This is an optimization exercise on Yosys and OpenROAD, whose aim is small area and a short achievable clock period, not a production implementation.
Only simulation tests tie the RTL to the original design; equivalence was not proved.
No activity file was given, so power comes from the tool's default toggle rates.

==> design.v <==
package pool_pkg;
    localparam int unsigned POOL_DATA_W = 32;
    localparam int unsigned POOL_MAX_W  = 64;
    localparam int unsigned POOL_DIM_W  = 7;
    typedef enum logic [1:0] {
        ST_IDLE  = 2'd0,
        ST_RUN   = 2'd1,
        ST_DRAIN = 2'd2,
        ST_DONE  = 2'd3
    } pool_state_e;
endpackage
module pool_line_buf #(
    parameter int unsigned DATA_W = 32,
    parameter int unsigned DEPTH  = 64,
    parameter int unsigned AW     = (DEPTH > 1) ? $clog2(DEPTH) : 1
) (
    input  logic              clk,
    input  logic              shift_i,
    input  logic [AW-2:0]     len_sel_i,    
    input  logic [DATA_W-1:0] din_i,
    output logic [DATA_W-1:0] dout_o
);
    localparam int unsigned NSEG = AW - 1;
    logic [DATA_W-1:0] seg_in [NSEG+1];
    assign seg_in[0] = din_i;
    for (genvar k = 0; k < NSEG; k++) begin : g_seg
        localparam int unsigned LEN = 2 << k;
        logic [DATA_W-1:0] sr [LEN];
        always_ff @(posedge clk) begin
            if (shift_i) begin
                sr[0] <= seg_in[k];
                for (int i = 1; i < LEN; i++) sr[i] <= sr[i-1];
            end
        end
        assign seg_in[k+1] = len_sel_i[k] ? sr[LEN-1] : seg_in[k];
    end
    logic [DATA_W-1:0] tail0_q, tail1_q;
    always_ff @(posedge clk) begin
        if (shift_i) begin
            tail0_q <= seg_in[NSEG];
            tail1_q <= tail0_q;
        end
    end
    assign dout_o = tail1_q;
endmodule
module pool_ctrl #(
    parameter int unsigned DATA_W = pool_pkg::POOL_DATA_W,
    parameter int unsigned MAX_W  = pool_pkg::POOL_MAX_W,
    parameter int unsigned DIM_W  = pool_pkg::POOL_DIM_W
) (
    input  logic              clk,
    input  logic              rst_n,
    input  logic              start,
    input  logic [DIM_W-1:0]  cfg_width,
    input  logic [DIM_W-1:0]  cfg_height,
    output logic              busy,
    output logic              done,
    output logic              cfg_err,
    input  logic [DATA_W-1:0] s_data,
    input  logic              s_valid,
    output logic              s_ready,
    output logic [DATA_W-1:0] k_d_in1,
    output logic [DATA_W-1:0] k_d_in2,
    output logic              k_in_valid,
    input  logic [DATA_W-1:0] k_d_out,
    input  logic              k_out_valid,
    output logic [DATA_W-1:0] m_data,
    output logic              m_valid
);
    localparam int unsigned AW = (MAX_W > 1) ? $clog2(MAX_W) : 1;
    logic idle_q, run_q, drain_q, done_q, busy_q;
    logic run_d, drain_d, done_d;
    logic idle;
    logic [AW-2:0]      hw_m1_q;     
    logic [AW-1:0]      col_q;       
    logic [DIM_W-1:0]   row_q;       
    logic [AW-2:0]      rcol_q;      
    logic [DIM_W-2:0]   rrow_q;      
    logic               rdone_q;     
    logic              cfg_err_q;
    logic              kv_q;
    logic              mv_q;
    logic              shift_q;      
    logic [DATA_W-1:0] sd_q;         
    logic [DATA_W-1:0] md_q;
    logic cfg_ok;
    logic accept;
    logic odd_row;
    logic last_col;
    logic last_px;
    logic fwd;
    assign cfg_ok = !cfg_width[0] && !cfg_height[0]
                  && (cfg_width[DIM_W-1:1]  != '0)
                  && (cfg_height[DIM_W-1:1] != '0)
                  && (32'(cfg_width) <= MAX_W);
    assign idle     = idle_q;
    assign accept   = s_valid && run_q;
    assign odd_row  = !row_q[0];
    assign last_col = (col_q == '0);
    assign last_px  = last_col && (row_q == '0);
    assign fwd      = k_out_valid && busy_q && !rdone_q;
    assign run_d   = (idle && start && cfg_ok) || (run_q && !(accept && last_px));
    assign drain_d = (run_q && accept && last_px) || (drain_q && !rdone_q);
    assign done_d  = drain_q && rdone_q;
    always_ff @(posedge clk or negedge rst_n) begin
        if (!rst_n) begin
            idle_q    <= 1'b1;
            run_q     <= 1'b0;
            drain_q   <= 1'b0;
            done_q    <= 1'b0;
            busy_q    <= 1'b0;
            cfg_err_q <= 1'b0;
            kv_q      <= 1'b0;
            mv_q      <= 1'b0;
        end else begin
            idle_q    <= !(run_d || drain_d || done_d);
            run_q     <= run_d;
            drain_q   <= drain_d;
            done_q    <= done_d;
            busy_q    <= run_d || drain_d;
            cfg_err_q <= idle && start && !cfg_ok;
            kv_q      <= accept && odd_row;
            mv_q      <= fwd;
        end
    end
    always_ff @(posedge clk) begin
        if (idle) begin
            hw_m1_q <= (AW-1)'(cfg_width[DIM_W-1:1] - 1'b1);
            col_q   <= AW'(cfg_width - 1'b1);
            row_q   <= cfg_height - 1'b1;
            rcol_q  <= (AW-1)'(cfg_width[DIM_W-1:1] - 1'b1);
            rrow_q  <= cfg_height[DIM_W-1:1] - 1'b1;
            rdone_q <= 1'b0;
        end else begin
            if (accept) begin
                if (last_col) begin
                    col_q <= {hw_m1_q, 1'b1};
                    row_q <= row_q - 1'b1;
                end else begin
                    col_q <= col_q - 1'b1;
                end
            end
            if (fwd) begin
                if (rcol_q == '0) begin
                    rcol_q <= hw_m1_q;
                    if (rrow_q == '0) rdone_q <= 1'b1;
                    else              rrow_q  <= rrow_q - 1'b1;
                end else begin
                    rcol_q <= rcol_q - 1'b1;
                end
            end
        end
    end
    always_ff @(posedge clk) begin
        shift_q <= accept;
        sd_q    <= s_data;
        md_q    <= k_d_out;
    end
    pool_line_buf #(
        .DATA_W (DATA_W),
        .DEPTH  (MAX_W),
        .AW     (AW)
    ) u_line_buf (
        .clk       (clk),
        .shift_i   (shift_q),
        .len_sel_i (hw_m1_q),
        .din_i     (sd_q),
        .dout_o    (k_d_in1)
    );
    assign s_ready    = run_q;
    assign busy       = busy_q;
    assign done       = done_q;
    assign cfg_err    = cfg_err_q;
    assign k_in_valid = kv_q;
    assign k_d_in2    = sd_q;
    assign m_valid    = mv_q;
    assign m_data     = md_q;
endmodule
==> run.sh <==
#!/bin/bash
# synth_recipe.tcl (not shown) runs the flow's synth.tcl, then flattens the netlist and writes it again
# the make line also repeats each setting of config.mk as NAME=value (left out here)
make -C /OpenROAD-flow-scripts/flow DESIGN_CONFIG=/design/flow/config.mk WORK_HOME=/design/flow/orfs CLKGATE_MAP_FILE= SYNTH_SCRIPT=/design/flow/synth_recipe.tcl finish
==> config.mk <==
export PLATFORM = sky130hd
export DESIGN_NAME = pool_ctrl
export DESIGN_NICKNAME = pool_ctrl
export VERILOG_FILES = /design/flow/design.v
export SDC_FILE = /design/flow/constraint.sdc
export NUM_CORES = 4
export LEC_CHECK = 0
export CAP_MARGIN = 20
export CORE_MARGIN = 2
export CORE_UTILIZATION = 65
export CTS_CLUSTER_DIAMETER = 80
export CTS_CLUSTER_SIZE = 24
export SETUP_SLACK_MARGIN = 3.2
export SLEW_MARGIN = 20
==> constraint.sdc <==
create_clock -name core_clock -period 5.5 [get_ports {clk}]
set_input_delay 1.1000 -clock core_clock [delete_from_list [all_inputs] [get_ports {clk}]]
set_output_delay 1.1000 -clock core_clock [all_outputs]
set_load 0.01 [all_outputs]
==> results.sh, run 1 <==
export IMPL_antenna_found_initial=1
export IMPL_startpoint_type="flip-flop"
export IMPL_root_buffer="clkbuf_16"
export IMPL_ios=185
export IMPL_worstSkewPairLatency_ns=0.69
export IMPL_synth_top_cell_area_share_pct=91.92
export IMPL_start_util_pct=65.56
export IMPL_dp_slack_ns=2.595
export IMPL_ys_top_cells_by_area="edfxtp_1, dfxtp_1, mux2_4"
export IMPL_status="no timing/DRC/antenna violations"
export IMPL_rsz0062_at_grt="yes"
export IMPL_maxCapViolations=0
export IMPL_synth_flop_cell="edfxtp_1"
export IMPL_die_area_um2=107000
export IMPL_leakage_nw=23.68
export IMPL_ys_seq_area_share_pct=94.16
export IMPL_grt_ovfl_total=0
export IMPL_finalClockSkew_ns=0.02297
export IMPL_worstPathArrival_ns=1.31
export IMPL_post_synth_top_count_cell="edfxtp_1"
export IMPL_ir_drop_mv=0.5058
export IMPL_synth_top_family_by_area="simple AND/OR/NAND/NOR gates"
export IMPL_max_slew_margin_pct=32.46
export IMPL_cp_slowest_cell="edfxtp_1"
export IMPL_worst_slack_ns=3.086
export IMPL_grt_max_degree=189
export IMPL_switching_share_pct=22.19
export IMPL_synthSimpleGateAreaFrac_pct=1.737
export IMPL_fin_tns_setup_ns=0
export IMPL_drc=0
export IMPL_clockBufferDepth=3
export IMPL_synthTopCellsByCount="edfxtp_1, dfxtp_1, nor2_1"
export IMPL_hold_viol=0
export IMPL_max_stage_delay_ns=0.46
export IMPL_tritoncts="yes"
export IMPL_portBuffers=184
export IMPL_ant_nets=0
export IMPL_cp_data_required_time_ns=4.40
export IMPL_seqPwrFrac_pct=67.2
export IMPL_ys_types=50
export IMPL_grt_pass1_wl_um=137600
export IMPL_synth_fa_ha_area_share_pct=0.1660
export IMPL_syn_cell_area_um2=67850
export IMPL_critPathBufInv=1
export IMPL_clk_pin_slew_ns=0.09
export IMPL_min_period_ns=2.414
export IMPL_ys_warn_count=8
export IMPL_fmax_mhz=414.3
export IMPL_syn_nets=2768
export IMPL_grt_usage_pct=16.61
export IMPL_clkPwrFrac_pct=23.8
export IMPL_dp_hpwl_um=45880
export IMPL_ys_ff_latch=2151
export IMPL_synth_top_area_cell="edfxtp_1"
export IMPL_final_period_utilization_pct=43.89
export IMPL_slew_viol_final=0
export IMPL_die_w_um=327.1
export IMPL_drive_above_1_share_pct=14.78
export IMPL_antennaDiodeCount=0
export IMPL_critPathTopFamily="flip-flops"
export IMPL_synthCells=2676
export IMPL_clock_sinks=2151
export IMPL_numCtsBuffers=99
export IMPL_synthMuxAreaShare_pct=1.484
export IMPL_wl_per_cell_um=20.25
export IMPL_async_flop_share_pct=0.3719
export IMPL_combPwrFrac_pct=9.0
export IMPL_totalWireLength_um=89360
export IMPL_core_area_um2=103500
export IMPL_synth_edf_count=2077
export IMPL_powerDensity_nw_per_um2=440.7
export IMPL_via_per_inst=5.541
export IMPL_power_switching_mw=7.283
export IMPL_cts_htree_levels=3
export IMPL_p_int_mw=25.54
export IMPL_gp_congestion=0.7825
export IMPL_vias=24450
export IMPL_avgSynthCellArea_um2=25.36
export IMPL_hold_path_class="flip-flop to flip-flop"
export IMPL_setup_viol=0
export IMPL_grt_pass1_vias=23540
export IMPL_worstMarginPinSlew_ns=1.013
export IMPL_syn2layout_area_growth_pct=9.782
export IMPL_cts_hold_buf=0
export IMPL_cp_cell_sequence="buf_2"
export IMPL_critPathKind="flip-flop to output pin"
export IMPL_synth_compound_area_share_pct=1.700
export IMPL_drt_iter0_markers=2581
export IMPL_rows=118
export IMPL_nets=3083
export IMPL_first_pass_iters=7
export IMPL_dieHeight_um=327.1
export IMPL_crit_fanout=1
export IMPL_end_kind="output pin"
export IMPL_synth_xor_area_share_pct=0.2969
-- logic make-up after synthesis --
family,Yosys count
and+or+nand+nor,223
buffers and inverters,56
xor gates and xnor gates,23
DFF,2151
AOI/OAI and AO/OA,132
adders and majority gates,9
muxes,82
-- worst paths after layout --
kind                            slack [ns]                               startpoint  cells after the start                                       to
worst max-delay path                  3.09          u_line_buf.tail1_q[0]$_DFFE_PP_                      1                               k_d_in1[0]
worst min-delay path                  0.42  u_line_buf.g_seg[2].sr[3][25]$_DFFE_PP_                      0  u_line_buf.g_seg[2].sr[4][25]$_DFFE_PP_
worst max register to register        3.29                      rcol_q[0]$_DFFE_PP_                      5                      rrow_q[3]$_DFFE_PP_
worst min register to register        0.42  u_line_buf.g_seg[2].sr[3][25]$_DFFE_PP_                      0  u_line_buf.g_seg[2].sr[4][25]$_DFFE_PP_
max in group asynchronous             4.50                                    rst_n                      1                         idle_q$_DFF_PN1_
min in group asynchronous             0.69                                    rst_n                      1                         busy_q$_DFF_PN0_
-- layout by cell type, fill, tap and decap left out, types with 26 or more instances in the layout --
master / synthesis / layout
buf_2: 15 / 61
buf_4: 3 / 51
buf_6: 2 / 42
clkbuf_1: 18 / 37
clkbuf_16: 0 / 101
clkdlybuf4s50_1: 0 / 82
dfxtp_2: 0 / 30
edfxtp_1: 2077 / 2077
mux2_2: 37 / 37
mux2_4: 28 / 28
nand2_1: 48 / 48
nand2b_1: 32 / 32
nor2_1: 53 / 53
nor2b_1: 32 / 32
o21a_1: 31 / 31
o31a_1: 34 / 34
o31ai_2: 25 / 26
-- final cells by class --
class / instances / area, um^2
Clock buffer: 138 / 2666
Clock inverter: 4 / 28.78
Fill cell: 5992 / 29010
Inverter: 14 / 52.55
Multi-Input combinational cell: 469 / 3665
Sequential cell: 2151 / 63980
Tap cell: 1380 / 1727
Timing Repair Buffer: 256 / 2369
-- metal layers --
metal | part of all wire [%] | global-route usage [%] | routed length [um]
met1 | 51 | 28.38 | 45350
met4 | 2.1 | 4.338 | 1846
met5 | 0 | 0 | 0
met2 | 43 | 22.92 | 38470
met3 | 4.1 | 2.598 | 3693
-- flip-flops by register name, summed over array words and instances, names as in the netlist, 5 cells and up --
register and flops:
row_q 7, rcol_q 5, u_line_buf.tail1_q 32, rrow_q 6, sd_q 32, col_q 6
hw_m1_q 5, md_q 32, u_line_buf.tail0_q 32, u_line_buf.g_seg.sr 1984
-- through the flow --
| stage | instance area, um^2 | std cells | power [mW] | hold WS [ns] | util, % |
|---|---|---|---|---|---|
| floorplan | 67860 | 2676 | 25.56 | 0.4003 | - |
| global placement | 71640 | 4234 | 25.15 | 0.4003 | 69.22 |
| detailed placement | 71640 | 4234 | 25.39 | 0.4045 | 69.22 |
| CTS | 74410 | 4408 | 33.23 | 0.4122 | 71.89 |
| global route | 74490 | 4412 | 34.21 | 0.4220 | 71.97 |
| finish | 74490 | 4412 | 32.83 | 0.4159 | 71.97 |
-- what timing repair did --
action / 4_1_cts / 5_1_grt
buffers inserted: 32 / 4
gates resized for setup: 497 / 13
setup endpoints to repair: 454 / 100
-- worst reg2reg max path, cell delays in order (launching register included) --
cell,delay [ns]
edfxtp_1,0.44
inv_1,0.08
ha_1,0.20
or4b_1,0.61
nor2_1,0.27
a21o_1,0.30
-- power by group through the flow --
stage	logic, mW	registers, mW	clock network, mW
global placement	2.80	22.4	0
CTS	2.95	22.1	8.15
global route	3.25	22.3	8.68
finish	2.94	22.1	7.82
floorplan	1.05	24.5	0
detailed placement	2.94	22.4	0
==> run 2, diff against run 1 <==
--- a/config.mk
+++ b/config.mk
@@ -8,7 +8,7 @@
 export CAP_MARGIN = 20
 export CORE_MARGIN = 2
-export CORE_UTILIZATION = 65
-export CTS_CLUSTER_DIAMETER = 80
-export CTS_CLUSTER_SIZE = 24
-export SETUP_SLACK_MARGIN = 3.2
+export CORE_UTILIZATION = 80
+export CTS_CLUSTER_DIAMETER = 100
+export CTS_CLUSTER_SIZE = 30
+export SETUP_SLACK_MARGIN = 3.1
 export SLEW_MARGIN = 20
==> results.sh, run 2 <==
export IMPL_status="aborted with a tool error"
export IMPL_stop_stage="detailed placement"
export IMPL_error="[ERROR DPL-0033] detailed placement checks failed during check placement."
export IMPL_synth_fa_ha_area_share_pct=0.1660
export IMPL_dieHeight_um=295.2
export IMPL_rows=106
export IMPL_die_w_um=295.2
export IMPL_dp_hpwl_um=54990
export IMPL_ys_warn_count=8
export IMPL_synth_xor_area_share_pct=0.2969
export IMPL_synth_compound_area_share_pct=1.700
export IMPL_post_synth_top_count_cell="edfxtp_1"
export IMPL_synth_flop_cell="edfxtp_1"
export IMPL_async_flop_share_pct=0.3719
export IMPL_start_util_pct=80.95
export IMPL_synthCells=2676
export IMPL_syn_cell_area_um2=67850
export IMPL_ys_ff_latch=2151
export IMPL_synthTopCellsByCount="edfxtp_1, dfxtp_1, nor2_1"
export IMPL_gp_congestion=0.7986
export IMPL_synthMuxAreaShare_pct=1.484
export IMPL_synth_top_family_by_area="simple AND/OR/NAND/NOR gates"
export IMPL_ys_types=50
export IMPL_ys_top_cells_by_area="edfxtp_1, dfxtp_1, mux2_4"
export IMPL_portBuffers=184
export IMPL_synthSimpleGateAreaFrac_pct=1.737
export IMPL_avgSynthCellArea_um2=25.36
export IMPL_ios=185
export IMPL_synth_edf_count=2077
export IMPL_ys_seq_area_share_pct=94.16
export IMPL_synth_top_cell_area_share_pct=91.92
export IMPL_syn_nets=2768
export IMPL_synth_top_area_cell="edfxtp_1"
==> run 2: stage by stage <==
stage / std cells / cell area, um^2
after floorplan: 2676 / 67860
after global placement: 3981 / 71210
==> run 2: worst max path at each step <==
stage / slack, ns / start / cells after the start / end
after floorplan: -9.30 / shift_q$_DFF_P_ / 0 / u_line_buf.g_seg[0].sr[0][0]$_DFFE_PP_
after global placement: 2.59 / cfg_width[2] / 7 / col_q[5]$_DFFE_PP_
==> run 2: power by group through the flow <==
| stage | Clock, mW | Sequential (mW) | Combinational [mW] |
|---|---|---|---|
| after floorplan | 0 | 24.5 | 1.05 |
| after global placement | 0 | 22.3 | 2.71 |
==> run 2: logic make-up after synthesis <==
logic type                 Yosys count
AOI/OAI and AO/OA                  132
xor gates and xnor gates            23
adders and majority gates            9
buffers and inverters               56
DFF                               2151
muxes                               82
and+or+nand+nor                    223
==> run 3, diff against run 2 <==
--- a/config.mk
+++ b/config.mk
@@ -8,7 +8,7 @@
 export CAP_MARGIN = 20
 export CORE_MARGIN = 2
-export CORE_UTILIZATION = 80
+export CORE_UTILIZATION = 72
 export CTS_CLUSTER_DIAMETER = 100
-export CTS_CLUSTER_SIZE = 30
+export CTS_CLUSTER_SIZE = 28
 export SETUP_SLACK_MARGIN = 3.1
 export SLEW_MARGIN = 20
==> results.sh, run 3 <==
export IMPL_syn2layout_area_growth_pct=8.731
export IMPL_hold_path_class="flip-flop to flip-flop"
export IMPL_wl_per_cell_um=21.67
export IMPL_whs_ns=0.4096
export IMPL_fin_tns_setup_ns=0
export IMPL_grt_usage_pct=18.96
export IMPL_max_stage_delay_ns=0.49
export IMPL_maxCapViolations=0
export IMPL_critPathBufInv=1
export IMPL_grt_ovfl_total=0
export IMPL_seqPwrFrac_pct=68.3
export IMPL_holdCritStartpoint="u_line_buf.g_seg[4].sr[11][2]$_DFFE_PP_"
export IMPL_ff_latch_area_um2=63970
export IMPL_final_period_utilization_pct=44.28
export IMPL_syn_nets=2768
export IMPL_r2r_start="hw_m1_q[0]$_DFFE_PP_"
export IMPL_numCtsBuffers=86
export IMPL_core_area_um2=93330
export IMPL_clockBufferDepth=3
export IMPL_synth_edf_count=2077
export IMPL_slew_viol_final=0
export IMPL_grt_pass1_wl_um=139900
export IMPL_combPwrFrac_pct=8.9
export IMPL_synth_flop_cell="edfxtp_1"
export IMPL_critPathKind="flip-flop to output pin"
export IMPL_vias=24490
export IMPL_worstMarginPinSlew_ns=1.090
export IMPL_dp_hpwl_um=45900
export IMPL_gp_congestion=0.7787
export IMPL_syn_cell_area_um2=67850
export IMPL_post_synth_top_count_cell="edfxtp_1"
export IMPL_avgSynthCellArea_um2=25.36
export IMPL_ios=185
export IMPL_power_switching_mw=7.275
export IMPL_rsz0062_at_grt="yes"
export IMPL_antennaDiodeCount=0
export IMPL_ys_warn_count=8
export IMPL_die_w_um=311.0
export IMPL_synthCells=2676
export IMPL_leakage_nw=23.42
export IMPL_grt_max_degree=189
export IMPL_final_common_cell="edfxtp_1"
export IMPL_switching_share_pct=22.44
export IMPL_ys_top_cells_by_area="edfxtp_1, dfxtp_1, mux2_4"
export IMPL_largest_reg_flops=1984
export IMPL_fillCellCount=4620
export IMPL_p_int_mw=25.14
export IMPL_cp_cell_sequence="buf_6"
export IMPL_clk_pin_slew_ns=0.12
export IMPL_post_dp_cell_area_um2=71390
export IMPL_max_slew_margin_pct=27.34
export IMPL_nets=3061
export IMPL_min_period_ns=2.435
export IMPL_dp_cells=4102
export IMPL_startpoint_type="flip-flop"
export IMPL_drt_iter0_markers=2525
export IMPL_drive_above_1_share_pct=13.87
export IMPL_root_buffer="clkbuf_16"
export IMPL_hold_viol=0
export IMPL_cp_slowest_cell="edfxtp_1"
export IMPL_worstPathArrival_ns=1.34
export IMPL_antenna_found_initial=3
export IMPL_end_kind="output pin"
export IMPL_synth_top_area_cell="edfxtp_1"
export IMPL_final_cell_mix="edfxtp_1, clkbuf_16, clkdlybuf4s50_1"
export IMPL_final_area_um2=73780
export IMPL_powerDensity_nw_per_um2=439.4
export IMPL_ys_types=50
export IMPL_hold_path_depth=0
export IMPL_ys_ff_latch=2151
export IMPL_ant_nets=0
export IMPL_totalWireLength_um=92320
export IMPL_via_per_inst=5.748
export IMPL_fmax_mhz=410.6
export IMPL_dp_slack_ns=2.553
export IMPL_first_pass_iters=5
export IMPL_crit_fanout=1
export IMPL_synth_top_cell_area_share_pct=91.92
export IMPL_tritoncts="yes"
export IMPL_layout_cells_non_filler=4261
export IMPL_startpoint="u_line_buf.tail1_q[7]$_DFFE_PP_"
export IMPL_async_flop_share_pct=0.3719
export IMPL_worst_slack_ns=3.065
export IMPL_ir_drop_mv=0.3326
export IMPL_cts_htree_levels=3
export IMPL_ys_seq_area_share_pct=94.16
export IMPL_top_register="u_line_buf.g_seg.sr"
export IMPL_start_util_pct=72.70
export IMPL_critPathTopFamily="flip-flops"
export IMPL_rows=112
export IMPL_finalClockSkew_ns=0.02717
export IMPL_synthTopCellsByCount="edfxtp_1, dfxtp_1, nor2_1"
export IMPL_reg2reg_depth=5
export IMPL_worstSkewPairLatency_ns=0.70
export IMPL_status="no timing/DRC/antenna violations"
export IMPL_setup_viol=0
export IMPL_cp_depth=1
export IMPL_grt_pass1_vias=23800
export IMPL_portBuffers=184
export IMPL_drc=0
export IMPL_clock_sinks=2151
export IMPL_cp_data_required_time_ns=4.40
export IMPL_dieHeight_um=311.0
export IMPL_multi_input_area_um2=3654
export IMPL_cts_hold_buf=0
export IMPL_clkPwrFrac_pct=22.8
export IMPL_die_area_um2=96710
==> run 3: routing by layer <==
metal  vias up  track usage (%)  routed length (um)  part of all wire (%)
li1      11090                -                   -                     -
met2       544            28.01               41950                    45
met1     12730            31.20               44420                    48
met3       129            2.706                4115                   4.5
met4         0            4.491                1832                   2.0
met5         -                0                   0                     0
==> run 3: repair_timing <==
item,4_1_cts,5_1_grt
gates cloned,0,0
resized for setup,396,36
setup buffers,31,2
pin swaps,0,0
setup endpoints to repair,330,78
==> run 3: cell families (layout without fill, tap and decap cells) <==
logic type / Yosys count / after routing / share of synthesized area, %
fa+ha+maj: 9 / 9 / 0.1660
compound gates: 132 / 132 / 1.700
buf+inv: 56 / 387 / 0.4536
mux: 82 / 82 / 1.484
flops: 2151 / 2151 / 94.16
simple gates: 223 / 223 / 1.737
xor+xnor: 23 / 23 / 0.2969
==> run 3: layout make-up <==
class                   instances  area share (%)
inverters                      14         0.07123
clock inverters                 6         0.05936
flip-flops and latches       2151           86.71
clock buffers                 120           3.176
repair buffers                247           2.905
multi-input cells             469           4.952
well taps                    1254           2.127
==> run 3: power groups by stage <==
stage          Sequential [mW]  Clock (mW)  Combinational [mW]
5_1_grt                   22.3        8.13                3.20
2_1_floorplan             24.5           0                1.05
6_report                  22.1        7.39                2.89
4_1_cts                   22.2        7.66                2.90
3_5_place_dp              22.5           0                2.88
3_3_place_gp              22.4           0                2.72
==> run 3: per-stage QoR <==
stage,utilization [%],power [mW]
CTS,79.18,32.75
detailed placement,76.49,25.35
global route,79.05,33.67
finish,79.05,32.42
global placement,76.49,25.09
floorplan,-,25.56
==> run 3: final timing paths <==
kind	to	slack [ns]
setup / recovery	k_d_in1[7]	3.06
hold / removal	u_line_buf.g_seg[4].sr[12][2]$_DFFE_PP_	0.41
setup reg to reg	u_line_buf.tail0_q[15]$_DFFE_PP_	3.24
hold reg to reg	u_line_buf.g_seg[4].sr[12][2]$_DFFE_PP_	0.41
max in group asynchronous	idle_q$_DFF_PN1_	4.52
min in group asynchronous	mv_q$_DFF_PN0_	0.68
==> run 3: worst register-to-register path: cells and delay by family, from the launching register on <==
kind / cells / cell delay (ns)
compound gates: 2 / 0.80
buf+inv: 1 / 0.62
flops: 1 / 0.35
mux: 1 / 0.33
simple gates: 1 / 0.04
==> run 4, diff against run 3 <==
--- a/config.mk
+++ b/config.mk
@@ -6,9 +6,10 @@
 export NUM_CORES = 4
 export LEC_CHECK = 0
+export ABC_AREA = 1
 export CAP_MARGIN = 20
 export CORE_MARGIN = 2
-export CORE_UTILIZATION = 72
+export CORE_UTILIZATION = 65
 export CTS_CLUSTER_DIAMETER = 100
-export CTS_CLUSTER_SIZE = 28
-export SETUP_SLACK_MARGIN = 3.1
+export CTS_CLUSTER_SIZE = 30
+export SETUP_SLACK_MARGIN = 3.05
 export SLEW_MARGIN = 20
==> results.sh, run 4 <==
export IMPL_status="no timing/DRC/antenna violations"
export IMPL_clockBufferDepth=3
export IMPL_ys_top_cells_by_area="edfxtp_1, dfxtp_1, nand2_1"
export IMPL_r2r_slack_ns=3.18
export IMPL_synth_fa_ha_area_share_pct=0.1664
export IMPL_critPathKind="flip-flop to output pin"
export IMPL_grt_pass1_wl_um=140100
export IMPL_avgSynthCellArea_um2=23.42
export IMPL_drt_iter0_markers=2799
export IMPL_hold_path_class="flip-flop to flip-flop"
export IMPL_cp_slowest_cell="edfxtp_1"
export IMPL_finalClockSkew_ns=0.01675
export IMPL_setup_viol=0
export IMPL_drc=0
export IMPL_fillCellCount=6129
export IMPL_grt_max_degree=191
export IMPL_clock_sinks=2151
export IMPL_fin_tns_setup_ns=0
export IMPL_grt_pass1_vias=24110
export IMPL_die_area_um2=106700
export IMPL_synthTopCellsByCount="edfxtp_1, nand2_1, nand3_1"
export IMPL_switching_share_pct=21.33
export IMPL_cp_data_required_time_ns=4.40
export IMPL_r2r_start="hw_m1_q[4]$_DFFE_PP_"
export IMPL_startpoint_type="flip-flop"
export IMPL_final_util_pct=71.29
export IMPL_grt_usage_pct=16.99
export IMPL_antenna_found_initial=2
export IMPL_critPathTopFamily="flip-flops"
export IMPL_hold_path_depth=0
export IMPL_final_cell_mix="edfxtp_1, nand2_1, nand3_1"
export IMPL_synth_edf_count=2077
export IMPL_reg2reg_depth=6
export IMPL_rows=118
export IMPL_layout_cells_non_filler=4574
export IMPL_dp_hpwl_um=47880
export IMPL_clk_pin_slew_ns=0.11
export IMPL_critPathBufInv=1
export IMPL_nets=3252
export IMPL_synthCells=2889
export IMPL_ir_drop_mv=0.3325
export IMPL_first_pass_iters=6
export IMPL_post_synth_top_count_cell="edfxtp_1"
export IMPL_dp_slack_ns=2.518
export IMPL_synth_xor_area_share_pct=0.2330
export IMPL_ant_nets=0
export IMPL_end_kind="output pin"
export IMPL_largest_reg_flops=1984
export IMPL_rsz0062_at_grt="yes"
export IMPL_root_buffer="clkbuf_16"
export IMPL_vias=25260
export IMPL_top_register="u_line_buf.g_seg.sr"
export IMPL_leakage_nw=24.60
export IMPL_via_per_inst=5.522
export IMPL_ys_ff_latch=2151
export IMPL_numCtsBuffers=81
export IMPL_dp_cells=4440
export IMPL_tritoncts="yes"
export IMPL_holdCritStartpoint="u_line_buf.g_seg[4].sr[20][22]$_DFFE_PP_"
export IMPL_combPwrFrac_pct=6.7
export IMPL_seqPwrFrac_pct=69.8
export IMPL_crit_fanout=1
export IMPL_die_w_um=326.6
export IMPL_worstMarginPinSlew_ns=1.001
export IMPL_reg2reg_to="col_q[5]$_DFFE_PP_"
export IMPL_synth_top_area_cell="edfxtp_1"
export IMPL_drive_above_1_share_pct=9.518
export IMPL_start_util_pct=65.46
export IMPL_cp_cell_sequence="buf_2"
export IMPL_async_flop_share_pct=0.3719
export IMPL_powerDensity_nw_per_um2=417.1
export IMPL_cts_htree_levels=3
export IMPL_p_int_mw=24.17
export IMPL_clkPwrFrac_pct=23.5
export IMPL_grt_ovfl_total=0
export IMPL_final_common_cell="edfxtp_1"
export IMPL_ios=185
export IMPL_ys_warn_count=8
export IMPL_cts_hold_buf=0
export IMPL_min_to="u_line_buf.g_seg[4].sr[21][22]$_DFFE_PP_"
export IMPL_synthSimpleGateAreaFrac_pct=3.183
export IMPL_dieHeight_um=326.6
export IMPL_hold_viol=0
export IMPL_synth_compound_area_share_pct=1.124
export IMPL_final_period_utilization_pct=44.26
export IMPL_synthMuxAreaShare_pct=0
export IMPL_core_area_um2=103300
export IMPL_ff_latch_area_um2=63980
export IMPL_power_switching_mw=6.555
export IMPL_syn_cell_area_um2=67660
export IMPL_totalWireLength_um=91830
export IMPL_synth_top_cell_area_share_pct=92.19
export IMPL_synth_flop_cell="edfxtp_1"
export IMPL_fmax_mhz=410.8
export IMPL_synth_top_family_by_area="simple AND/OR/NAND/NOR gates"
export IMPL_portBuffers=184
export IMPL_ys_seq_area_share_pct=94.44
export IMPL_ys_types=32
export IMPL_wl_per_cell_um=20.08
export IMPL_worstPathArrival_ns=1.33
export IMPL_gp_congestion=0.7662
export IMPL_multi_input_area_um2=3184
export IMPL_whs_ns=0.4160
export IMPL_max_stage_delay_ns=0.48
export IMPL_slew_viol_final=0
export IMPL_syn2layout_area_growth_pct=8.894
export IMPL_antennaDiodeCount=0
export IMPL_min_period_ns=2.434
export IMPL_worst_slack_ns=3.066
export IMPL_maxCapViolations=0
export IMPL_max_slew_margin_pct=33.28
export IMPL_syn_nets=2981
export IMPL_worstSkewPairLatency_ns=0.67
==> run 4: changes by cell type in the layout (fill, tap and decap cells not counted), moves of 32 or more <==
| cell | previous run | this run |
|---|---|---|
| buf_2 | 69 | 32 |
| mux2_2 | 37 | 0 |
| inv_1 | 14 | 74 |
| nand3_1 | 3 | 109 |
| nand2b_1 | 32 | 0 |
| or2_2 | 0 | 33 |
| nor2b_1 | 32 | 0 |
| o31a_1 | 34 | 0 |
| nand2_1 | 48 | 281 |
| o21ai_0 | 13 | 50 |
| o211ai_2 | 0 | 32 |
==> run 4: timing repair <==
action | 4_1_cts | 5_1_grt
gates resized for setup | 302 | 29
setup endpoints to repair | 134 | 474
buffers inserted | 11 | 6
==> run 4: layout make-up <==
| type | count | area share [%] |
|---|---|---|
| Sequential cell | 2151 | 86.84 |
| Tap cell | 1380 | 2.344 |
| Timing Repair Buffer | 230 | 2.994 |
| Inverter | 80 | 0.4212 |
| Clock inverter | 3 | 0.03906 |
| Clock buffer | 114 | 3.035 |
| Multi-Input combinational cell | 616 | 4.322 |
==> run 4: logic make-up after synthesis <==
| logic type | Yosys count |
|---|---|
| and+or+nand+nor | 489 |
| buffers and inverters | 122 |
| adders and majority gates | 9 |
| AOI/OAI and AO/OA | 100 |
| DFF | 2151 |
| xor gates and xnor gates | 18 |
==> run 4: metal layers <==
layer / vias up / global-route usage (%) / share of wire, %
li1: 11540 / - / -
met1: 13080 / 29.06 / 50
met2: 544 / 23.85 / 44
met3: 104 / 2.629 / 4.4
met4: 0 / 3.520 / 1.7
met5: - / 0 / 0
==> run 4: how the worst max path moves through the flow <==
stage,from,end,cells after the start
2_1_floorplan,shift_q$_DFF_P_,u_line_buf.g_seg[0].sr[0][0]$_DFFE_PP_,0
3_3_place_gp,k_out_valid,rrow_q[2]$_DFFE_PP_,5
3_5_place_dp,k_out_valid,rrow_q[5]$_DFFE_PP_,5
4_1_cts,sd_q[26]$_DFF_P_,k_d_in2[26],1
5_1_grt,u_line_buf.tail1_q[9]$_DFFE_PP_,k_d_in1[9],1
6_report,u_line_buf.tail1_q[9]$_DFFE_PP_,k_d_in1[9],1
==> run 4: power by group through the flow <==
| stage | combinational [mW] | clock, mW | sequential (mW) |
|---|---|---|---|
| after floorplan | 0.739 | 0 | 23.3 |
| after global placement | 2.01 | 0 | 21.8 |
| after detailed placement | 2.12 | 0 | 21.8 |
| after CTS | 2.09 | 7.51 | 21.5 |
| after global routing | 2.33 | 8.00 | 21.6 |
| final | 2.07 | 7.21 | 21.5 |
==> run 4: through the flow <==
stage	cell area [um^2]	total power, mW
floorplan	67660	24.00
global placement	71370	23.76
detailed placement	71370	23.94
CTS	73660	31.09
global route	73670	31.97
finish	73670	30.73
==> run 5, diff against run 4 <==
--- a/config.mk
+++ b/config.mk
@@ -6,5 +6,4 @@
 export NUM_CORES = 4
 export LEC_CHECK = 0
-export ABC_AREA = 1
 export CAP_MARGIN = 20
 export CORE_MARGIN = 2
@@ -12,4 +11,4 @@
 export CTS_CLUSTER_DIAMETER = 100
 export CTS_CLUSTER_SIZE = 30
-export SETUP_SLACK_MARGIN = 3.05
+export SETUP_SLACK_MARGIN = 3.0
 export SLEW_MARGIN = 20
==> results.sh, run 5 <==
export IMPL_worst_slack_ns=3.067
export IMPL_power_switching_mw=7.126
export IMPL_antennaDiodeCount=0
export IMPL_die_area_um2=107000
export IMPL_maxCapViolations=0
export IMPL_tritoncts="yes"
export IMPL_portBuffers=184
export IMPL_gp_congestion=0.7825
export IMPL_cp_slowest_cell="dfxtp_4"
export IMPL_vias=24240
export IMPL_worstMarginPinSlew_ns=0.9919
export IMPL_top_register="u_line_buf.g_seg.sr"
export IMPL_via_per_inst=5.564
export IMPL_synth_flop_cell="edfxtp_1"
export IMPL_synth_top_area_cell="edfxtp_1"
export IMPL_rsz0062_at_grt="no"
export IMPL_die_w_um=327.1
export IMPL_clockBufferDepth=3
export IMPL_ys_types=50
export IMPL_synth_top_family_by_area="simple AND/OR/NAND/NOR gates"
export IMPL_cts_htree_levels=3
export IMPL_critPathKind="flip-flop to output pin"
export IMPL_startpoint_type="flip-flop"
export IMPL_ios=185
export IMPL_cts_hold_buf=0
export IMPL_drive_above_1_share_pct=10.32
export IMPL_grt_pass1_vias=23210
export IMPL_root_buffer="clkbuf_16"
export IMPL_min_period_ns=2.433
export IMPL_syn_cell_area_um2=67850
export IMPL_final_util_pct=71.39
export IMPL_grt_pass1_wl_um=136400
export IMPL_synth_edf_count=2077
export IMPL_ir_drop_mv=0.3247
export IMPL_drt_iter0_markers=2522
export IMPL_dp_hpwl_um=45880
export IMPL_largest_reg_flops=1984
export IMPL_clk_pin_slew_ns=0.11
export IMPL_totalWireLength_um=88400
export IMPL_slew_viol_final=0
export IMPL_clkPwrFrac_pct=22.4
export IMPL_status="no timing/DRC/antenna violations"
export IMPL_switching_share_pct=22.16
export IMPL_final_cell_mix="edfxtp_1, clkbuf_16, clkdlybuf4s50_1"
export IMPL_critPathBufInv=1
export IMPL_synth_fa_ha_area_share_pct=0.1660
export IMPL_antenna_found_initial=1
export IMPL_ys_top_cells_by_area="edfxtp_1, dfxtp_1, mux2_4"
export IMPL_synth_xor_area_share_pct=0.2969
export IMPL_drc=0
export IMPL_dp_slack_ns=2.595
export IMPL_hold_viol=0
export IMPL_fmax_mhz=411.0
export IMPL_start_util_pct=65.56
export IMPL_ys_warn_count=8
export IMPL_rows=118
export IMPL_max_slew_margin_pct=33.87
export IMPL_synth_compound_area_share_pct=1.700
export IMPL_syn_nets=2768
export IMPL_max_stage_delay_ns=0.38
export IMPL_cp_data_required_time_ns=4.40
export IMPL_combPwrFrac_pct=8.9
export IMPL_synth_top_cell_area_share_pct=91.92
export IMPL_grt_max_degree=189
export IMPL_final_period_utilization_pct=44.23
export IMPL_wl_per_cell_um=20.29
export IMPL_final_common_cell="edfxtp_1"
export IMPL_crit_fanout=3
export IMPL_core_area_um2=103500
export IMPL_critPathTopFamily="flip-flops"
export IMPL_synthTopCellsByCount="edfxtp_1, dfxtp_1, nor2_1"
export IMPL_grt_usage_pct=16.45
export IMPL_async_flop_share_pct=0.3719
export IMPL_first_pass_iters=5
export IMPL_finalClockSkew_ns=0.02350
export IMPL_synthSimpleGateAreaFrac_pct=1.737
export IMPL_fin_tns_setup_ns=0
export IMPL_grt_ovfl_total=0
export IMPL_seqPwrFrac_pct=68.7
export IMPL_setup_viol=0
export IMPL_cp_cell_sequence="dlygate4sd2_1"
export IMPL_nets=3034
export IMPL_numCtsBuffers=81
export IMPL_post_synth_top_count_cell="edfxtp_1"
export IMPL_ys_ff_latch=2151
export IMPL_clock_sinks=2151
export IMPL_p_int_mw=25.03
export IMPL_worstPathArrival_ns=1.33
export IMPL_ys_seq_area_share_pct=94.16
export IMPL_hold_path_class="flip-flop to flip-flop"
export IMPL_powerDensity_nw_per_um2=435.1
export IMPL_ant_nets=0
export IMPL_synthCells=2676
export IMPL_syn2layout_area_growth_pct=8.895
export IMPL_leakage_nw=23.32
export IMPL_avgSynthCellArea_um2=25.36
export IMPL_end_kind="output pin"
export IMPL_r2r_slack_ns=3.20
export IMPL_worstSkewPairLatency_ns=0.69
export IMPL_dieHeight_um=327.1
export IMPL_synthMuxAreaShare_pct=1.484
[run 5: cell types whose count changed after synthesis, moves of 28 or more]
cell / before / now
o211ai_2: 32 / 0
nand2b_1: 0 / 32
nand3_1: 109 / 3
mux2_4: 0 / 28
nor2b_1: 0 / 32
nand2_1: 281 / 48
o21ai_0: 53 / 13
inv_1: 75 / 14
o31a_1: 0 / 34
and2_1: 32 / 2
or2_2: 33 / 0
o21a_1: 0 / 31
mux2_2: 0 / 37
[run 5: worst paths after layout]
| path | from | endpoint | depth (start not counted) |
|---|---|---|---|
| max reg2reg | idle_q$_DFF_PN1_ | rrow_q[4]$_DFFE_PP_ | 5 |
| min | u_line_buf.g_seg[2].sr[2][7]$_DFFE_PP_ | u_line_buf.g_seg[2].sr[3][7]$_DFFE_PP_ | 0 |
| min in group asynchronous | rst_n | mv_q$_DFF_PN0_ | 1 |
| min reg2reg | u_line_buf.g_seg[2].sr[2][7]$_DFFE_PP_ | u_line_buf.g_seg[2].sr[3][7]$_DFFE_PP_ | 0 |
| max in group asynchronous | rst_n | idle_q$_DFF_PN1_ | 1 |
| max | sd_q[7]$_DFF_P_ | k_d_in2[7] | 1 |
[run 5: what timing repair did]
action	in CTS	in global routing
setup buffers	2	3
resized for setup	206	30
setup endpoints to repair	106	33
[run 5: power groups by stage]
stage / clock [mW] / combinational [mW] / sequential (mW)
after floorplan: 0 / 1.05 / 24.5
after global placement: 0 / 2.80 / 22.4
after detailed placement: 0 / 2.94 / 22.4
after CTS: 7.53 / 2.90 / 22.1
after global routing: 8.05 / 3.16 / 22.3
final: 7.20 / 2.85 / 22.1
[run 5: layer usage]
layer | routed length (um) | track usage (%) | vias to the layer above
met5 | 0 | 0 | -
met4 | 1785 | 4.079 | 0
met3 | 3305 | 2.483 | 107
met2 | 38030 | 22.78 | 435
met1 | 45270 | 28.20 | 12660
li1 | - | - | 11040
[run 5: logic make-up after synthesis]
group | Yosys count
and+or+nand+nor | 223
AOI/OAI and AO/OA | 132
DFF | 2151
muxes | 82
xor gates and xnor gates | 23
buffers and inverters | 56
adders and majority gates | 9
[run 5: metrics by stage]
| step | hold WS, ns | std cells | cell area [um^2] | power (mW) |
|---|---|---|---|---|
| 3_3_place_gp | 0.4003 | 4234 | 71640 | 25.15 |
| 3_5_place_dp | 0.4045 | 4234 | 71640 | 25.39 |
| 2_1_floorplan | 0.4003 | 2676 | 67860 | 25.56 |
| 5_1_grt | 0.4244 | 4356 | 73890 | 33.53 |
| 6_report | 0.4113 | 4356 | 73890 | 32.15 |
| 4_1_cts | 0.4186 | 4353 | 73900 | 32.57 |
[run 5: final cells by class]
cell class,count,area [um^2]
fill,6071,29610
clock inverter,2,27.53
sequential,2151,63960
timing repair buffer,225,2200
tap,1380,1727
inverter,14,52.55
clock buffer,115,2261
multi-input combinational,469,3659
==> run 6, diff against run 5 <==
--- a/config.mk
+++ b/config.mk
@@ -6,4 +6,5 @@
 export NUM_CORES = 4
 export LEC_CHECK = 0
+export ABC_AREA = 1
 export CAP_MARGIN = 20
 export CORE_MARGIN = 2
@@ -11,4 +12,4 @@
 export CTS_CLUSTER_DIAMETER = 100
 export CTS_CLUSTER_SIZE = 30
-export SETUP_SLACK_MARGIN = 3.0
+export SETUP_SLACK_MARGIN = 3.4
 export SLEW_MARGIN = 20
==> results.sh, run 6 <==
export IMPL_status="no timing/DRC/antenna violations"
export IMPL_synthMuxAreaShare_pct=0
export IMPL_totalWireLength_um=93100
export IMPL_wl_per_cell_um=20.21
export IMPL_syn_cell_area_um2=67660
export IMPL_synth_xor_area_share_pct=0.2330
export IMPL_avgSynthCellArea_um2=23.42
export IMPL_max_stage_delay_ns=0.48
export IMPL_top_register="u_line_buf.g_seg.sr"
export IMPL_worstPathArrival_ns=1.33
export IMPL_grt_usage_pct=17.16
export IMPL_worstSkewPairLatency_ns=0.68
export IMPL_switching_share_pct=21.39
export IMPL_end_kind="output pin"
export IMPL_antenna_found_initial=2
export IMPL_power_mw=30.84
export IMPL_synth_top_family_by_area="simple AND/OR/NAND/NOR gates"
export IMPL_synth_fa_ha_area_share_pct=0.1664
export IMPL_first_pass_iters=5
export IMPL_root_buffer="clkbuf_16"
export IMPL_final_period_utilization_pct=44.14
export IMPL_ant_nets=0
export IMPL_leakage_nw=24.83
export IMPL_ys_ff_latch=2151
export IMPL_drt_iter0_markers=2866
export IMPL_tritoncts="yes"
export IMPL_synthCells=2889
export IMPL_synth_top_cell_area_share_pct=92.19
export IMPL_die_w_um=326.6
export IMPL_fillCellCount=6063
export IMPL_async_flop_share_pct=0.3719
export IMPL_syn2layout_area_growth_pct=9.417
export IMPL_p_int_mw=24.24
export IMPL_post_synth_top_count_cell="edfxtp_1"
export IMPL_antennaDiodeCount=0
export IMPL_cp_data_required_time_ns=4.40
export IMPL_max_slew_margin_pct=31.72
export IMPL_critPathBufInv=1
export IMPL_start_util_pct=65.46
export IMPL_cts_hold_buf=0
export IMPL_final_cell_mix="edfxtp_1, nand2_1, nand3_1"
export IMPL_seqPwrFrac_pct=69.5
export IMPL_endpoint="k_d_in1[29]"
export IMPL_synth_flop_cell="edfxtp_1"
export IMPL_whs_ns=0.4170
export IMPL_cp_slowest_cell="edfxtp_1"
export IMPL_dp_hpwl_um=47880
export IMPL_core_area_um2=103300
export IMPL_numCtsBuffers=81
export IMPL_ys_seq_area_share_pct=94.44
export IMPL_combPwrFrac_pct=7.1
export IMPL_startpoint_type="flip-flop"
export IMPL_drc=0
export IMPL_final_util_pct=71.63
export IMPL_min_period_ns=2.428
export IMPL_r2r_slack_ns=3.50
export IMPL_cp_depth=1
export IMPL_via_per_inst=5.511
export IMPL_final_common_cell="edfxtp_1"
export IMPL_dieHeight_um=326.6
export IMPL_synth_compound_area_share_pct=1.124
export IMPL_grt_pass1_wl_um=141100
export IMPL_cts_htree_levels=3
export IMPL_clock_sinks=2151
export IMPL_ys_top_cells_by_area="edfxtp_1, dfxtp_1, nand2_1"
export IMPL_nets=3284
export IMPL_setup_viol=0
export IMPL_finalClockSkew_ns=0.01807
export IMPL_worstMarginPinSlew_ns=1.024
export IMPL_largest_reg_flops=1984
export IMPL_hold_viol=0
export IMPL_die_area_um2=106700
export IMPL_clockBufferDepth=3
export IMPL_grt_pass1_vias=24170
export IMPL_critPathKind="flip-flop to output pin"
export IMPL_gp_congestion=0.7662
export IMPL_portBuffers=184
export IMPL_hold_path_class="flip-flop to flip-flop"
export IMPL_clkPwrFrac_pct=23.4
export IMPL_r2r_start="col_q[0]$_DFFE_PP_"
export IMPL_rows=118
export IMPL_ys_types=32
export IMPL_synth_edf_count=2077
export IMPL_ios=185
export IMPL_synth_top_area_cell="edfxtp_1"
export IMPL_synthSimpleGateAreaFrac_pct=3.183
export IMPL_rsz0062_at_grt="yes"
export IMPL_cp_cell_sequence="buf_2"
export IMPL_fin_tns_setup_ns=0
export IMPL_maxCapViolations=0
export IMPL_startpoint="u_line_buf.tail1_q[29]$_DFFE_PP_"
export IMPL_vias=25390
export IMPL_drive_above_1_share_pct=12.12
export IMPL_grt_max_degree=191
export IMPL_crit_fanout=1
export IMPL_powerDensity_nw_per_um2=416.6
export IMPL_reg2reg_depth=6
export IMPL_clk_pin_slew_ns=0.11
export IMPL_ys_warn_count=8
export IMPL_ir_drop_mv=0.3323
export IMPL_syn_nets=2981
export IMPL_slew_viol_final=0
export IMPL_grt_ovfl_total=0
export IMPL_critPathTopFamily="flip-flops"
export IMPL_reg2reg_to="row_q[3]$_DFFE_PP_"
export IMPL_synthTopCellsByCount="edfxtp_1, nand2_1, nand3_1"
export IMPL_power_switching_mw=6.596
export IMPL_fmax_mhz=411.9
run 6: cell count changes in the layout (fill, tap and decap cells not counted), sizes merged, moves of 36 or more:
cell	delta
buf	+128
clkdlybuf4s15	-36
dlygate4sd2	-45
inv	+68
mux2	-65
nand2	+233
nand3	+106
nor2	-51
o211ai	+36
o21ai	+39
run 6: kinds of logic after synthesis:
family | Yosys count
adder cells (fa/ha/maj) | 9
buffers and inverters | 122
AND/OR/NAND/NOR | 489
XOR/XNOR | 18
AO/OA/AOI/OAI | 100
flip-flops | 2151
run 6: stage by stage:
| step | setup slack, ns | instance area, um^2 | instances |
|---|---|---|---|
| final | 3.072 | 74030 | 4606 |
| after floorplan | -9.304 | 67660 | 2889 |
| after global placement | 2.656 | 71370 | 4440 |
| after detailed placement | 2.518 | 71370 | 4440 |
| after CTS | 2.998 | 73790 | 4591 |
| after global routing | 2.996 | 74030 | 4606 |
run 6: metal layers:
layer  part of all wire (%)  vias to the layer above  wire (um)  track usage [%]
met5                      0                        -          0                0
met3                    4.2                      101       3931            2.605
met1                     50                    13160      46600            29.27
met4                    1.7                        0       1552            3.560
li1                       -                    11600          -                -
met2                     44                      528      41020            24.22
run 6: final cells by class:
class | count | area [um^2] | area share [%]
Clock buffer | 114 | 2236 | 3.020
Clock inverter | 3 | 28.78 | 0.03887
Inverter | 80 | 334.1 | 0.4513
Multi-Input combinational cell | 616 | 3209 | 4.335
Sequential cell | 2151 | 64000 | 86.45
Tap cell | 1380 | 1727 | 2.332
Timing Repair Buffer | 261 | 2489 | 3.362
Timing Repair inverter | 1 | 8.758 | 0.01183
run 6: power groups by stage:
| stage | registers [mW] | logic (mW) | clock network (mW) |
|---|---|---|---|
| finish | 21.4 | 2.20 | 7.21 |
| global route | 21.6 | 2.46 | 7.99 |
| CTS | 21.5 | 2.16 | 7.51 |
| detailed placement | 21.8 | 2.12 | 0 |
| global placement | 21.8 | 2.01 | 0 |
| floorplan | 23.3 | 0.739 | 0 |
run 6: worst min path at each step:
stage,start,endpoint,slack [ns],cells past startpoint
6_report,u_line_buf.g_seg[4].sr[20][22]$_DFFE_PP_,u_line_buf.g_seg[4].sr[21][22]$_DFFE_PP_,0.42,0
3_3_place_gp,u_line_buf.g_seg[2].sr[0][8]$_DFFE_PP_,u_line_buf.g_seg[2].sr[1][8]$_DFFE_PP_,0.40,0
5_1_grt,u_line_buf.g_seg[4].sr[28][9]$_DFFE_PP_,u_line_buf.g_seg[4].sr[29][9]$_DFFE_PP_,0.42,0
4_1_cts,u_line_buf.g_seg[2].sr[4][2]$_DFFE_PP_,u_line_buf.g_seg[2].sr[5][2]$_DFFE_PP_,0.42,0
2_1_floorplan,u_line_buf.g_seg[0].sr[0][0]$_DFFE_PP_,u_line_buf.g_seg[0].sr[1][0]$_DFFE_PP_,0.40,0
3_5_place_dp,u_line_buf.g_seg[0].sr[0][5]$_DFFE_PP_,u_line_buf.g_seg[0].sr[1][5]$_DFFE_PP_,0.40,0
run 6: repair_timing:
item,CTS,global route
gates cloned,0,1
setup endpoints to repair,1825,597
setup buffers,34,14
gates resized for setup,515,28
==> run 7, diff against run 6 <==
--- a/config.mk
+++ b/config.mk
@@ -12,4 +12,4 @@
 export CTS_CLUSTER_DIAMETER = 100
 export CTS_CLUSTER_SIZE = 30
-export SETUP_SLACK_MARGIN = 3.4
+export SETUP_SLACK_MARGIN = 3.7
 export SLEW_MARGIN = 20
==> results.sh, run 7 <==
export IMPL_top_register="u_line_buf.g_seg.sr"
export IMPL_endpoint="k_d_in1[9]"
export IMPL_clock_sinks=2151
export IMPL_clkPwrFrac_pct=23.2
export IMPL_ir_drop_mv=0.3323
export IMPL_final_period_utilization_pct=44.22
export IMPL_synthTopCellsByCount="edfxtp_1, nand2_1, nand3_1"
export IMPL_synth_top_cell_area_share_pct=92.19
export IMPL_numCtsBuffers=81
export IMPL_reg2reg_to="col_q[5]$_DFFE_PP_"
export IMPL_fmax_mhz=411.2
export IMPL_wl_per_cell_um=20.86
export IMPL_power_switching_mw=6.725
export IMPL_cp_slowest_cell="edfxtp_1"
export IMPL_powerDensity_nw_per_um2=415.8
export IMPL_leakage_nw=25.14
export IMPL_totalWireLength_um=96540
export IMPL_worstPathArrival_ns=1.33
export IMPL_final_area_um2=74770
export IMPL_ys_types=32
export IMPL_dieHeight_um=326.6
export IMPL_syn_cell_area_um2=67660
export IMPL_whs_ns=0.4164
export IMPL_vias=25680
export IMPL_max_stage_delay_ns=0.48
export IMPL_final_common_cell="edfxtp_1"
export IMPL_core_area_um2=103300
export IMPL_rows=118
export IMPL_worstSkewPairLatency_ns=0.67
export IMPL_die_area_um2=106700
export IMPL_grt_usage_pct=17.70
export IMPL_first_pass_iters=5
export IMPL_drt_iter0_markers=2889
export IMPL_crit_fanout=1
export IMPL_clockBufferDepth=3
export IMPL_switching_share_pct=21.63
export IMPL_synth_flop_cell="edfxtp_1"
export IMPL_holdCritStartpoint="u_line_buf.g_seg[4].sr[24][23]$_DFFE_PP_"
export IMPL_cp_cell_sequence="buf_2"
export IMPL_reg2reg_depth=6
export IMPL_cts_htree_levels=3
export IMPL_drive_above_1_share_pct=14.57
export IMPL_final_cell_mix="edfxtp_1, nand2_1, clkbuf_16"
export IMPL_ys_seq_area_share_pct=94.44
export IMPL_gp_congestion=0.7662
export IMPL_maxCapViolations=0
export IMPL_critPathKind="flip-flop to output pin"
export IMPL_cp_depth=1
export IMPL_startpoint="u_line_buf.tail1_q[9]$_DFFE_PP_"
export IMPL_slew_viol_final=0
export IMPL_synth_edf_count=2077
export IMPL_ios=185
export IMPL_synthCells=2889
export IMPL_drc=0
export IMPL_post_dp_cell_area_um2=71370
export IMPL_critPathTopFamily="flip-flops"
export IMPL_max_slew_margin_pct=43.56
export IMPL_grt_ovfl_total=0
export IMPL_synth_top_area_cell="edfxtp_1"
export IMPL_start_util_pct=65.46
export IMPL_ys_warn_count=8
export IMPL_ant_nets=0
export IMPL_post_synth_top_count_cell="edfxtp_1"
export IMPL_seqPwrFrac_pct=68.9
export IMPL_fin_tns_setup_ns=0
export IMPL_tritoncts="yes"
export IMPL_ys_ff_latch=2151
export IMPL_min_period_ns=2.432
export IMPL_ys_top_cells_by_area="edfxtp_1, dfxtp_1, nand2_1"
export IMPL_hold_viol=0
export IMPL_setup_viol=0
export IMPL_async_flop_share_pct=0.3719
export IMPL_largest_reg_flops=1984
export IMPL_r2r_start="hw_m1_q[4]$_DFFE_PP_"
export IMPL_r2r_slack_ns=3.74
export IMPL_die_w_um=326.6
export IMPL_finalClockSkew_ns=0.01884
export IMPL_dp_hpwl_um=47880
export IMPL_end_kind="output pin"
export IMPL_syn2layout_area_growth_pct=10.52
export IMPL_nets=3305
export IMPL_combPwrFrac_pct=7.9
export IMPL_grt_max_degree=191
export IMPL_syn_nets=2981
export IMPL_grt_pass1_wl_um=144500
export IMPL_root_buffer="clkbuf_16"
export IMPL_hold_path_class="flip-flop to flip-flop"
export IMPL_critPathBufInv=1
export IMPL_worstMarginPinSlew_ns=0.8466
export IMPL_avgSynthCellArea_um2=23.42
export IMPL_portBuffers=184
export IMPL_cp_data_required_time_ns=4.40
export IMPL_antenna_found_initial=2
export IMPL_cts_hold_buf=0
export IMPL_clk_pin_slew_ns=0.11
export IMPL_grt_pass1_vias=24430
export IMPL_startpoint_type="flip-flop"
export IMPL_p_int_mw=24.36
export IMPL_via_per_inst=5.549
export IMPL_rsz0062_at_grt="yes"
export IMPL_status="no timing/DRC/antenna violations"
==> run 7: logic make-up (layout without fill, tap and decap cells) <==
family | after synthesis | after routing | synth area share (%)
AO/OA/AOI/OAI | 100 | 100 | 1.124
XOR/XNOR | 18 | 18 | 0.2330
adder cells (fa/ha/maj) | 9 | 9 | 0.1664
buffers and inverters | 122 | 480 | 0.8563
flip-flops | 2151 | 2151 | 94.44
other | 0 | 1 | 0
AND/OR/NAND/NOR | 489 | 489 | 3.183
==> run 7: final cells by class <==
class | instances | area [um^2]
flip-flops and latches | 2151 | 64000
repair buffers | 281 | 2877
diodes | 1 | 2.502
inverters | 80 | 380.4
clock buffers | 114 | 2236
well taps | 1380 | 1727
fillers | 5980 | 28580
clock inverters | 3 | 28.78
multi-input cells | 616 | 3508
repair inverters | 2 | 17.52
==> run 7: repair_timing <==
item                                    4_1_cts  5_1_grt
gates cloned                                  4        3
resized for setup                           563       97
endpoints found under the setup margin     2212      440
pin swaps                                     2       18
buffers inserted                             49       14
==> run 7: metrics by stage <==
stage	setup WS [ns]	power, mW	util, %	std cells
floorplan	-9.304	24.00	-	2889
global placement	2.656	23.76	69.06	4440
detailed placement	2.518	23.94	69.06	4440
CTS	2.998	31.28	71.82	4610
global route	2.996	32.31	72.35	4627
finish	3.068	31.09	72.35	4628
==> run 7: worst min path at each step <==
stage | cells past startpoint | slack (ns) | to
floorplan | 0 | 0.40 | u_line_buf.g_seg[0].sr[1][0]$_DFFE_PP_
global placement | 0 | 0.40 | u_line_buf.g_seg[2].sr[1][8]$_DFFE_PP_
detailed placement | 0 | 0.40 | u_line_buf.g_seg[0].sr[1][5]$_DFFE_PP_
CTS | 0 | 0.42 | u_line_buf.g_seg[2].sr[5][2]$_DFFE_PP_
global route | 0 | 0.42 | u_line_buf.g_seg[4].sr[29][9]$_DFFE_PP_
finish | 0 | 0.42 | u_line_buf.g_seg[4].sr[25][23]$_DFFE_PP_
==> run 7: per-layer routing <==
layer	up-vias	wire length, um	GRT usage, %
li1	11650	-	-
met1	13370	47570	29.70
met2	555	43100	25.39
met3	113	4105	2.672
met4	0	1767	3.899
met5	-	0	0
==> run 7: power groups by stage <==
stage               combinational [mW]  clock, mW  sequential (mW)
finish                            2.44       7.22             21.4
global route                      2.70       7.99             21.6
CTS                               2.32       7.51             21.4
detailed placement                2.12          0             21.8
global placement                  2.01          0             21.8
floorplan                        0.739          0             23.3
==> run 8, diff against run 7 <==
--- a/config.mk
+++ b/config.mk
@@ -6,5 +6,4 @@
 export NUM_CORES = 4
 export LEC_CHECK = 0
-export ABC_AREA = 1
 export CAP_MARGIN = 20
 export CORE_MARGIN = 2
@@ -12,4 +11,4 @@
 export CTS_CLUSTER_DIAMETER = 100
 export CTS_CLUSTER_SIZE = 30
-export SETUP_SLACK_MARGIN = 3.7
+export SETUP_SLACK_MARGIN = 3.2
 export SLEW_MARGIN = 20
==> results.sh, run 8 <==
export IMPL_portBuffers=184
export IMPL_p_int_mw=25.06
export IMPL_clockBufferDepth=3
export IMPL_grt_usage_pct=16.51
export IMPL_dp_slack_ns=2.595
export IMPL_combPwrFrac_pct=9.1
export IMPL_leakage_nw=23.47
export IMPL_crit_fanout=1
export IMPL_fin_tns_setup_ns=0
export IMPL_antenna_found_initial=1
export IMPL_grt_max_degree=189
export IMPL_synth_flop_cell="edfxtp_1"
export IMPL_cp_cell_sequence="buf_2"
export IMPL_power_mw=32.21
export IMPL_antennaDiodeCount=0
export IMPL_largest_reg_flops=1984
export IMPL_final_util_pct=71.55
export IMPL_fmax_mhz=412.0
export IMPL_ios=185
export IMPL_core_area_um2=103500
export IMPL_final_common_cell="edfxtp_1"
export IMPL_die_w_um=327.1
export IMPL_seqPwrFrac_pct=68.5
export IMPL_whs_ns=0.4065
export IMPL_powerDensity_nw_per_um2=434.9
export IMPL_avgSynthCellArea_um2=25.36
export IMPL_startpoint_type="flip-flop"
export IMPL_grt_ovfl_total=0
export IMPL_ys_ff_latch=2151
export IMPL_tritoncts="yes"
export IMPL_die_area_um2=107000
export IMPL_power_switching_mw=7.148
export IMPL_cts_hold_buf=0
export IMPL_first_pass_iters=5
export IMPL_status="no timing/DRC/antenna violations"
export IMPL_numCtsBuffers=81
export IMPL_totalWireLength_um=88900
export IMPL_hold_path_class="flip-flop to flip-flop"
export IMPL_hold_viol=0
export IMPL_fillCellCount=6045
export IMPL_clk_pin_slew_ns=0.10
export IMPL_wl_per_cell_um=20.27
export IMPL_switching_share_pct=22.19
export IMPL_max_slew_margin_pct=33.90
export IMPL_finalClockSkew_ns=0.02197
export IMPL_async_flop_share_pct=0.3719
export IMPL_rows=118
export IMPL_syn_nets=2768
export IMPL_synthCells=2676
export IMPL_slew_viol_final=0
export IMPL_ant_nets=0
export IMPL_final_period_utilization_pct=44.13
export IMPL_post_synth_top_count_cell="edfxtp_1"
export IMPL_via_per_inst=5.545
export IMPL_dp_cells=4234
export IMPL_rsz0062_at_grt="yes"
export IMPL_top_register="u_line_buf.g_seg.sr"
export IMPL_cts_htree_levels=3
export IMPL_end_kind="output pin"
export IMPL_layout_cells_non_filler=4386
export IMPL_worstMarginPinSlew_ns=0.9915
export IMPL_drive_above_1_share_pct=14.27
export IMPL_nets=3064
export IMPL_dieHeight_um=327.1
export IMPL_worstSkewPairLatency_ns=0.68
export IMPL_critPathBufInv=1
export IMPL_maxCapViolations=0
export IMPL_synth_edf_count=2077
export IMPL_synth_top_area_cell="edfxtp_1"
export IMPL_final_area_um2=74060
export IMPL_start_util_pct=65.56
export IMPL_setup_viol=0
export IMPL_critPathKind="flip-flop to output pin"
export IMPL_min_period_ns=2.427
export IMPL_max_stage_delay_ns=0.47
export IMPL_worst_slack_ns=3.073
export IMPL_clkPwrFrac_pct=22.4
export IMPL_cp_slowest_cell="edfxtp_1"
export IMPL_clock_sinks=2151
export IMPL_synthTopCellsByCount="edfxtp_1, dfxtp_1, nor2_1"
export IMPL_dp_hpwl_um=45880
export IMPL_syn2layout_area_growth_pct=9.140
export IMPL_root_buffer="clkbuf_16"
export IMPL_ys_top_cells_by_area="edfxtp_1, dfxtp_1, mux2_4"
export IMPL_gp_congestion=0.7825
export IMPL_worstPathArrival_ns=1.33
export IMPL_drc=0
export IMPL_grt_pass1_vias=23310
export IMPL_ys_warn_count=8
export IMPL_cp_data_required_time_ns=4.40
export IMPL_ys_seq_area_share_pct=94.16
export IMPL_synth_top_cell_area_share_pct=91.92
export IMPL_post_dp_cell_area_um2=71640
export IMPL_ys_types=50
export IMPL_grt_pass1_wl_um=136900
export IMPL_final_cell_mix="edfxtp_1, clkbuf_16, clkdlybuf4s50_1"
export IMPL_ir_drop_mv=0.3246
export IMPL_drt_iter0_markers=2443
export IMPL_vias=24320
export IMPL_syn_cell_area_um2=67850
export IMPL_critPathTopFamily="flip-flops"
[run 8: cell types whose count changed after synthesis, moves of 33 or more]
cell	change
or2_2	-33
nand2_1	-233
nand3_1	-106
o21ai_0	-40
inv_1	-61
o31a_1	+34
mux2_2	+37
[run 8: kinds of logic (layout without fill, tap and decap cells)]
family          count (synthesis)  count (layout)  share of synthesized area, %
compound gates                132             132                         1.700
xor+xnor                       23              23                        0.2969
fa+ha+maj                       9               9                        0.1660
buf+inv                        56             386                        0.4536
flops                        2151            2151                         94.16
mux                            82              82                         1.484
simple gates                  223             223                         1.737
[run 8: layout make-up]
type / instances / area, um^2 / area share, %
Multi-Input combinational cell: 469 / 3665 / 4.949
Clock inverter: 2 / 27.53 / 0.03717
Tap cell: 1380 / 1727 / 2.332
Inverter: 14 / 52.55 / 0.07096
Clock buffer: 115 / 2261 / 3.053
Sequential cell: 2151 / 63980 / 86.40
Timing Repair Buffer: 255 / 2340 / 3.159
[run 8: power by group through the flow]
stage               registers, mW  logic [mW]  clock network (mW)
floorplan                    24.5        1.05                   0
global placement             22.4        2.80                   0
detailed placement           22.4        2.94                   0
CTS                          22.1        2.95                7.53
global route                 22.3        3.25                8.05
finish                       22.1        2.93                7.20
[run 8: routing by layer]
layer	part of all wire [%]	GRT usage (%)	up-vias
li1	-	-	11090
met1	51	28.22	12680
met2	43	22.97	444
met3	3.8	2.495	108
met4	2.0	4.009	0
met5	0	0	-
[run 8: final timing paths]
| check | startpoint | to | slack (ns) | cells after the start |
|---|---|---|---|---|
| worst max-delay path | u_line_buf.tail1_q[0]$_DFFE_PP_ | k_d_in1[0] | 3.07 | 1 |
| max in group asynchronous | rst_n | idle_q$_DFF_PN1_ | 4.49 | 1 |
| worst min register to register | u_line_buf.g_seg[3].sr[3][16]$_DFFE_PP_ | u_line_buf.g_seg[3].sr[4][16]$_DFFE_PP_ | 0.41 | 0 |
| worst min-delay path | u_line_buf.g_seg[3].sr[3][16]$_DFFE_PP_ | u_line_buf.g_seg[3].sr[4][16]$_DFFE_PP_ | 0.41 | 0 |
| worst max register to register | rcol_q[0]$_DFFE_PP_ | rrow_q[5]$_DFFE_PP_ | 3.30 | 5 |
| min in group asynchronous | rst_n | mv_q$_DFF_PN0_ | 0.70 | 1 |
[run 8: timing repair]
action | CTS | global route
endpoints found under the setup margin | 447 | 98
setup buffers | 32 | 3
resized for setup | 483 | 22

## static timing again, ports no longer ideal
The flow's constraints put no driver on any port. The routed layouts listed below were extracted and timed again, unchanged, in two steps.
Step 1: set_driving_cell puts a clkbuf_16 on clk and a buf_2 on each other input, an assumption about the parent block.
Step 2 moves the port delays by t, midway between the first and last clock arrival at a register: inputs arrive t later, outputs are due t later. That takes back most of the time a late clock gives input paths.
a / b / c = ideal / step 1 / step 2; a / b = the first two.
run | shift t [ns] | setup slack, ns | hold WS [ns] | worst register clock-pin slew, ns | cell pins on the clock port's net
run 1 | 0.752 | 3.086 / 3.014 / 2.571 | 0.416 / 0.416 / 0.416 | 0.10 / 0.10 | 1
run 3 | 0.756 | 3.065 / 2.992 / 2.528 | 0.410 / 0.410 / 0.410 | 0.12 / 0.12 | 1
run 4 | 0.734 | 3.066 / 2.999 / 2.726 | 0.416 / 0.416 / 0.416 | 0.11 / 0.11 | 1
run 5 | 0.738 | 3.067 / 2.998 / 2.515 | 0.411 / 0.411 / 0.411 | 0.11 / 0.11 | 1
run 6 | 0.735 | 3.072 / 3.005 / 2.784 | 0.417 / 0.417 / 0.417 | 0.11 / 0.11 | 1
run 7 | 0.732 | 3.068 / 3.001 / 2.964 | 0.416 / 0.416 / 0.416 | 0.11 / 0.11 | 1
run 8 | 0.737 | 3.073 / 3.004 / 2.536 | 0.407 / 0.407 / 0.407 | 0.11 / 0.11 | 1
After both steps setup and hold are still met in every run listed. The setup slack of run 5, which loses most, moves by -0.069 ns with the drivers and by -0.552 ns with both steps.
